Background: an optimization exercise with open tools, aiming at small area and a short achievable clock period. Do not read the settings as production practice.
Where RTL was checked, it was by simulation tests only, not by an equivalence proof against the original.
Power and IR drop assume default switching activity.

## jpeg_fb_writer
module jpeg_fb_writer #(
  parameter int unsigned       ADDR_W    = 32,
  parameter logic [ADDR_W-1:0] BASE_ADDR = 32'h0010_0000,
  parameter int unsigned       PIX_FMT   = 0
) (
  input  logic              clk,
  input  logic              reset,
  input  logic              in_valid_i,
  input  logic [15:0]       in_width_i,
  input  logic [15:0]       in_height_i,
  input  logic [15:0]       in_x_i,
  input  logic [15:0]       in_y_i,
  input  logic [7:0]        in_r_i,
  input  logic [7:0]        in_g_i,
  input  logic [7:0]        in_b_i,
  output logic              in_accept_o,
  output logic              wr_valid_o,
  output logic [ADDR_W-1:0] wr_addr_o,
  output logic [31:0]       wr_data_o,
  output logic [3:0]        wr_strb_o,
  input  logic              wr_ready_i,
  output logic              frame_done_o,
  output logic              busy_o,
  output logic [15:0]       crop_count_o,
  output logic              geom_err_o
);
Size: roughly 1700 cells after synthesis, about 220 flip-flops, about 180 I/O pins, roughly 17000 um^2 of cells after synthesis.
Settings: LEC_CHECK=0, CAP_MARGIN=20, CORE_MARGIN=2, CORE_UTILIZATION=40, CTS_BUF_LIST=sky130_fd_sc_hd__clkbuf_4 sky130_fd_sc_hd__clkbuf_8, CTS_CLUSTER_DIAMETER=80, CTS_CLUSTER_SIZE=16, SETUP_SLACK_MARGIN=4.8, SLEW_MARGIN=20, SYNTH_HIERARCHICAL=1; clock period 9.0 ns.
standard.sh (not shown) runs the stock make flow with config.mk's settings and CLKGATE_MAP_FILE= SYNTH_SCRIPT=/design/flow/synth_recipe.tcl, a recipe that flattens the netlist after the stock synthesis.
==> flow/flow/run.sh <==
#!/bin/bash
# Own layout flow: the standard flow, with plain buf_1 cells as the port buffers
# (instead of the delay-cell buffer the resizer picks by default). Every port still gets
# its own buffer. The full make output goes to std_flow.log in the work folder.
set -euo pipefail
export BUFFER_PORTS_ARGS="-buffer_cell sky130_fd_sc_hd__buf_1"
bash standard.sh finish > std_flow.log 2>&1
The baseline went through all stages and came out clean.
Change:
--- a/flow/design.v
+++ b/flow/design.v
@@ -16,23 +16,23 @@
   output logic              in_accept_o,
   output logic              wr_valid_o,
   output logic [ADDR_W-1:0] wr_addr_o,
   output logic [31:0]       wr_data_o,
   output logic [3:0]        wr_strb_o,
   input  logic              wr_ready_i,
   output logic              frame_done_o,
   output logic              busy_o,
   output logic [15:0]       crop_count_o,
   output logic              geom_err_o
 );
-  localparam int L = 18;   
+  localparam int L = 20;   
   logic        active_q, start_pend_q, frame_done_q, geom_err_q;
   logic        s1_valid_q, s1_crop_q, wr_valid_q, strb_q;
   logic [16:0] s1_z_q;                         
   logic [7:0]  s1_one_q, s1_two_q;             
   logic [6:0]  s1_neg_q;
   logic [7:0]  enc_one, enc_two, enc_neg;
   logic [16:0] b_ext;
   logic [16:0] z_d;
   logic [23:0] s1_rgb_q;
   logic [L-1:0]  wr_lo_q;
   logic          wr_c_q;
@@ -533,29 +533,29 @@
   jfw_cpa_hi u_hi (.a(wr_a_q), .b(wr_b_q), .ci(wr_c_q), .s(hi_sum));
   jfw_accept u_acc (.wr_valid(wr_valid_q), .wr_ready(wr_ready_i), .accept(in_accept_o));
   assign wr_valid_o   = wr_valid_q;
   assign wr_addr_o    = {hi_sum, wr_lo_q, 2'b00};
   assign wr_data_o    = {8'h00, wr_rgb_q};
   assign wr_strb_o    = {4{strb_q}};
   assign frame_done_o = frame_done_q;
   assign busy_o       = active_q | frame_done_q | s1_valid_q | wr_valid_q | start_pend_q;
   assign crop_count_o = crop_cnt_q;
   assign geom_err_o   = geom_err_q;
 endmodule
-module jfw_cpa_lo (input logic [18-1:0] a, b, output logic [18:0] s);
+module jfw_cpa_lo (input logic [20-1:0] a, b, output logic [20:0] s);
   assign s = {1'b0, a} + {1'b0, b};
 endmodule
-module jfw_cpa_hi (input logic [29:18] a, b, input logic ci, output logic [29:18] s);
-  logic [30-18:0] t;
+module jfw_cpa_hi (input logic [29:20] a, b, input logic ci, output logic [29:20] s);
+  logic [30-20:0] t;
   assign t = {a, 1'b1} + {b, ci};
-  assign s = t[30-18:1];
+  assign s = t[30-20:1];
 endmodule
 module jfw_accept (input logic wr_valid, wr_ready, output logic accept);
   assign accept = !wr_valid | wr_ready;
 endmodule
 module jfw_fa (input logic a, b, c, output logic s, co);
   assign s  = a ^ b ^ c;
   assign co = (a & b) | (c & (a ^ b));
 endmodule
 module jfw_ha (input logic a, b, output logic s, co);
   assign s  = a ^ b;
   assign co = a & b;
The changed run ran to the end with no violations.
Clock power is higher by about 0.7%.
Maximum frequency is lower by 5.0%.
Non-clock buffer count is higher by 34.
Register-to-register slack gets worse by 0.23 ns.
Clock skew is higher by 0.019 ns.
Utilization is higher by 1.4 points.
Via count is higher by 0.98%.
Power is higher by about 14%.
Sequential share of layout area is lower by 1.1 points.
Global-route usage is higher by 0.50 points.
Function was not checked in any run of this note: the RTL went through the layout flow alone.

---

Another version of the RTL of jpeg_fb_writer (not shown whole).
Size in the first run: roughly 180 I/O pins.
==> flow/config.mk <==
export PLATFORM = sky130hd
export DESIGN_NAME = jpeg_fb_writer
export DESIGN_NICKNAME = jpeg_fb_writer
export VERILOG_FILES = /design/flow/design.v
export SDC_FILE = /design/flow/constraint.sdc
export NUM_CORES = 4
export LEC_CHECK = 0
export CAP_MARGIN = 20
export CORE_MARGIN = 2
export CORE_UTILIZATION = 40
export CTS_BUF_LIST = sky130_fd_sc_hd__clkbuf_4 sky130_fd_sc_hd__clkbuf_8
export CTS_CLUSTER_DIAMETER = 80
export CTS_CLUSTER_SIZE = 16
export SETUP_SLACK_MARGIN = 4.6
export SLEW_MARGIN = 20
export SYNTH_HIERARCHICAL = 1
==> flow/constraint.sdc <==
create_clock -name core_clock -period 9.0 [get_ports {clk}]
set_input_delay 1.8000 -clock core_clock [delete_from_list [all_inputs] [get_ports {clk}]]
set_output_delay 1.8000 -clock core_clock [all_outputs]
set_load 0.01 [all_outputs]
Scripts as last shown in full above: flow/flow/run.sh
Rerun with:
--- a/flow/design.v
+++ b/flow/design.v
@@ -510,75 +510,76 @@
   assign active_d     = (idle & (start_pend_q | start_ok)) | (active_q & !frame_end);
   assign start_pend_d = frame_done_q & start_ok;
   always_ff @(posedge clk) begin
     if (en) begin
       s1_x_q    <= in_x_i;
       s1_one_q  <= enc_one;
       s1_two_q  <= enc_two;
       s1_neg_q  <= enc_neg;
       s1_y15_q  <= in_y_i[15];
       s1_rgb_q  <= {in_r_i, in_g_i, in_b_i};
       s1_crop_q <= !in_bounds;
     end
-    if (wr_load) wr_rgb_q <= s1_rgb_q;
     if (start_ok) begin
       wn_q  <= ~in_width_i;
       h_q   <= in_height_i;
       col_q <= w_used;
       row_q <= in_height_i;
     end else if (count) begin
       col_q <= col_last ? w_used : col_q - 16'd1;
       if (col_last) row_q <= row_q - 16'd1;
     end
   end
   always_ff @(posedge clk) begin
     if (!reset) begin
       active_q     <= 1'b0;
       start_pend_q <= 1'b0;
       frame_done_q <= 1'b0;
       geom_err_q   <= 1'b0;
       s1_valid_q   <= 1'b0;
       wr_valid_q   <= 1'b0;
       strb_q       <= 1'b0;
       wr_lo_q      <= '0;
       wr_c_q       <= 1'b0;
       wr_a_q       <= '0;
       wr_b_q       <= '0;
+      wr_rgb_q     <= '0;
       crop_cnt_q   <= '0;
     end else begin
       active_q     <= active_d;
       start_pend_q <= start_pend_d;
       frame_done_q <= frame_end;
       if (active_q & accept & ((in_width_i != w_q) | (in_height_i != h_q)))
         geom_err_q <= 1'b1;
       s1_valid_q   <= s1_valid_d;
       wr_valid_q   <= wr_valid_d;
       if (wr_load) begin
         strb_q  <= 1'b1;
+        wr_rgb_q <= s1_rgb_q;
         wr_lo_q <= lo_sum[L-1:0];
         wr_c_q  <= lo_sum[L];
         wr_a_q  <= mra[29:L];
         wr_b_q  <= mrb[29:L];
       end
       if (start_ok)
         crop_cnt_q <= 16'd0;
       else if (en & s1_valid_q & s1_crop_q & (crop_cnt_q != 16'hFFFF))
         crop_cnt_q <= crop_cnt_q + 16'd1;
     end
   end
   jfw_cpa_hi u_hi (.a(wr_a_q), .b(wr_b_q), .ci(wr_c_q), .s(hi_sum));
   jfw_accept u_acc (.wr_valid(wr_valid_q), .wr_ready(wr_ready_i), .accept(in_accept_o));
   assign wr_valid_o   = wr_valid_q;
   assign wr_addr_o    = {hi_sum, wr_lo_q, 2'b00};
-  assign wr_data_o    = strb_q ? {8'h00, wr_rgb_q} : 32'd0;
+  assign wr_data_o    = {8'h00, wr_rgb_q};
   assign wr_strb_o    = {4{strb_q}};
   assign frame_done_o = frame_done_q;
   assign busy_o       = active_q | frame_done_q | s1_valid_q | wr_valid_q | start_pend_q;
   assign crop_count_o = crop_cnt_q;
   assign geom_err_o   = geom_err_q;
 endmodule
 module jfw_cpa_hi (input logic [29:14] a, b, input logic ci, output logic [29:14] s);
   logic [30-14:0] t;
   assign t = {a, 1'b1} + {b, ci};
   assign s = t[30-14:1];
 endmodule
 module jfw_accept (input logic wr_valid, wr_ready, output logic accept);
Effect:
- cell area grows by 2.2%
- clock-buffer cell count grows by 1
- sequential power goes down by about 3%
- area after synthesis hardly moves
- non-clock buffer count went up by 41
- critical path depth climbs by 2
- register-to-register slack improves by 30 ps
- setup slack gets worse by 27 ps
- power fell by 1.2%
- sequential share of layout area shrinks by 1.9 points
Only the layout flow was run in the second run of this note; the RTL was not checked for function there.

---

the previous run:
jpeg_fb_writer, a different RTL version from the one above (not shown whole).
Size: roughly 220 flip-flops, roughly 180 I/O pins.
Design jpeg_fb_writer, start of the top module:
module jpeg_fb_writer #(
  parameter int unsigned       ADDR_W    = 32,
  parameter logic [ADDR_W-1:0] BASE_ADDR = 32'h0010_0000,
  parameter int unsigned       PIX_FMT   = 0
) (
  input  logic              clk,
  input  logic              reset,
  input  logic              in_valid_i,
  input  logic [15:0]       in_width_i,
  input  logic [15:0]       in_height_i,
  input  logic [15:0]       in_x_i,
  input  logic [15:0]       in_y_i,
  input  logic [7:0]        in_r_i,
  input  logic [7:0]        in_g_i,
  input  logic [7:0]        in_b_i,
  output logic              in_accept_o,
  output logic              wr_valid_o,
  output logic [ADDR_W-1:0] wr_addr_o,
  output logic [31:0]       wr_data_o,
  output logic [3:0]        wr_strb_o,
  input  logic              wr_ready_i,
  output logic              frame_done_o,
  output logic              busy_o,
  output logic [15:0]       crop_count_o,
  output logic              geom_err_o
);
  localparam int L = 8;   
  logic        active_q, start_pend_q, frame_done_q, busy_q, geom_err_q;
  logic        s1_valid_q, s1_crop_q, wr_valid_q, strb_q;
  logic [15:0] s1_x_q, s1_yn_q;
  logic [23:0] s1_rgb_q;
  logic [L-1:0]  wr_lo_q;
  logic          wr_c_q;
  logic [29:L]   wr_a_q, wr_b_q;
  logic [23:0] wr_rgb_q;
  logic [15:0] wn_q, w_q, h_q, col_q, row_q, crop_cnt_q;
  logic        en, accept, hs, use_latched, in_bounds, start_ok, wr_load;
  logic        idle, count, col_last, last, frame_end;
  ...
==> flow/config.mk <==
export PLATFORM = sky130hd
export DESIGN_NAME = jpeg_fb_writer
export DESIGN_NICKNAME = jpeg_fb_writer
export VERILOG_FILES = /design/flow/design.v
export SDC_FILE = /design/flow/constraint.sdc
export NUM_CORES = 4
export LEC_CHECK = 0
export CAP_MARGIN = 20
export CORE_MARGIN = 2
export CORE_UTILIZATION = 40
export SLEW_MARGIN = 20
export SYNTH_HIERARCHICAL = 1
==> flow/constraint.sdc <==
create_clock -name core_clock -period 9.0 [get_ports {clk}]
set_input_delay 1.8000 -clock core_clock [delete_from_list [all_inputs] [get_ports {clk}]]
set_output_delay 1.8000 -clock core_clock [all_outputs]
set_load 0.01 [all_outputs]
run.sh (not shown) runs the stock make flow with config.mk's settings and CLKGATE_MAP_FILE= SYNTH_SCRIPT=/design/flow/synth_recipe.tcl, a recipe that flattens the netlist after the stock synthesis.
Stock flow here: none of the scripts above is used.
Setup changes, the previous run to the current run
--- a/flow/design.v
+++ b/flow/design.v
@@ -17,21 +17,21 @@
   output logic              wr_valid_o,
   output logic [ADDR_W-1:0] wr_addr_o,
   output logic [31:0]       wr_data_o,
   output logic [3:0]        wr_strb_o,
   input  logic              wr_ready_i,
   output logic              frame_done_o,
   output logic              busy_o,
   output logic [15:0]       crop_count_o,
   output logic              geom_err_o
 );
-  localparam int L = 8;   
+  localparam int L = 6;   
   logic        active_q, start_pend_q, frame_done_q, busy_q, geom_err_q;
   logic        s1_valid_q, s1_crop_q, wr_valid_q, strb_q;
   logic [15:0] s1_x_q, s1_yn_q;
   logic [23:0] s1_rgb_q;
   logic [L-1:0]  wr_lo_q;
   logic          wr_c_q;
   logic [29:L]   wr_a_q, wr_b_q;
   logic [23:0] wr_rgb_q;
   logic [15:0] wn_q, w_q, h_q, col_q, row_q, crop_cnt_q;
   logic        en, accept, hs, use_latched, in_bounds, start_ok, wr_load;
@@ -594,21 +594,21 @@
   assign in_accept_o  = en;
   assign wr_valid_o   = wr_valid_q;
   assign wr_addr_o    = strb_q ? {hi_sum, wr_lo_q, 2'b00} : 32'd0;
   assign wr_data_o    = strb_q ? {8'h00, wr_rgb_q} : 32'd0;
   assign wr_strb_o    = {4{strb_q}};
   assign frame_done_o = frame_done_q;
   assign busy_o       = busy_q;
   assign crop_count_o = crop_cnt_q;
   assign geom_err_o   = geom_err_q;
 endmodule
-module jfw_cpa_hi (input logic [29:8] a, b, input logic ci, output logic [29:8] s);
-  assign s = a + b + {{(29-8){1'b0}}, ci};
+module jfw_cpa_hi (input logic [29:6] a, b, input logic ci, output logic [29:6] s);
+  assign s = a + b + {{(29-6){1'b0}}, ci};
 endmodule
 module jfw_fa (input logic a, b, c, output logic s, co);
   assign s  = a ^ b ^ c;
   assign co = (a & b) | (c & (a ^ b));
 endmodule
 module jfw_ha (input logic a, b, output logic s, co);
   assign s  = a ^ b;
   assign co = a & b;
 endmodule
Results
- The current run vs. the previous run: total power rose by about 16%, horizontal die dimension up 0.82%, fraction of standard cell area in multi-input logic neither gained nor lost much.
- As far as maximum cell stage delay along the critical path is concerned, the previous run and the current run perform about the same.
- Compared with the previous run, the current run shows combinational power that has gone up by more than a quarter.
Function was not checked in any run of this note: the RTL went through the layout flow alone.

[re-timing with driven ports]
How much do the figures lean on ideal ports? The routed layouts below were timed once more, with nothing changed but the port constraints.
Step 1, drivers: a clkbuf_16 drives clk and a buf_2 each remaining input, both assumed.
Step 2 moves the port delays by t, midway between the first and last clock arrival at a register: inputs arrive t later, outputs are due t later. That takes back most of the time a late clock gives input paths.
a / b / c = ideal ports / drivers / drivers and shift; a / b = the first two.
| run | shift t [ns] | setup WS [ns] | hold slack, ns | latest minus earliest clock arrival (ns) |
|---|---|---|---|---|
| the first run of note 1 | 0.619 | 4.668 / 4.668 / 4.296 | 0.458 / 0.458 / 0.458 | 0.019 / 0.019 |
| the second run of note 1 | 0.613 | 4.441 / 4.441 / 4.338 | 0.458 / 0.458 / 0.458 | 0.038 / 0.037 |
| the first run of note 2 | 0.597 | 4.728 / 4.680 / 4.205 | 0.412 / 0.412 / 0.412 | 0.043 / 0.044 |
| the second run of note 2 | 0.621 | 4.701 / 4.652 / 4.192 | 0.456 / 0.456 / 0.456 | 0.039 / 0.040 |
| the previous run | 0.574 | 3.390 / 3.344 / 3.150 | 0.413 / 0.413 / 0.413 | 0.033 / 0.032 |
| the current run | 0.615 | 3.219 / 3.165 / 3.059 | 0.417 / 0.417 / 0.417 | 0.016 / 0.016 |
After both steps setup and hold are still met in every run listed. For the first run of note 2, which loses most, drivers alone change the setup slack by -0.048 ns; drivers and shift together by -0.523 ns.
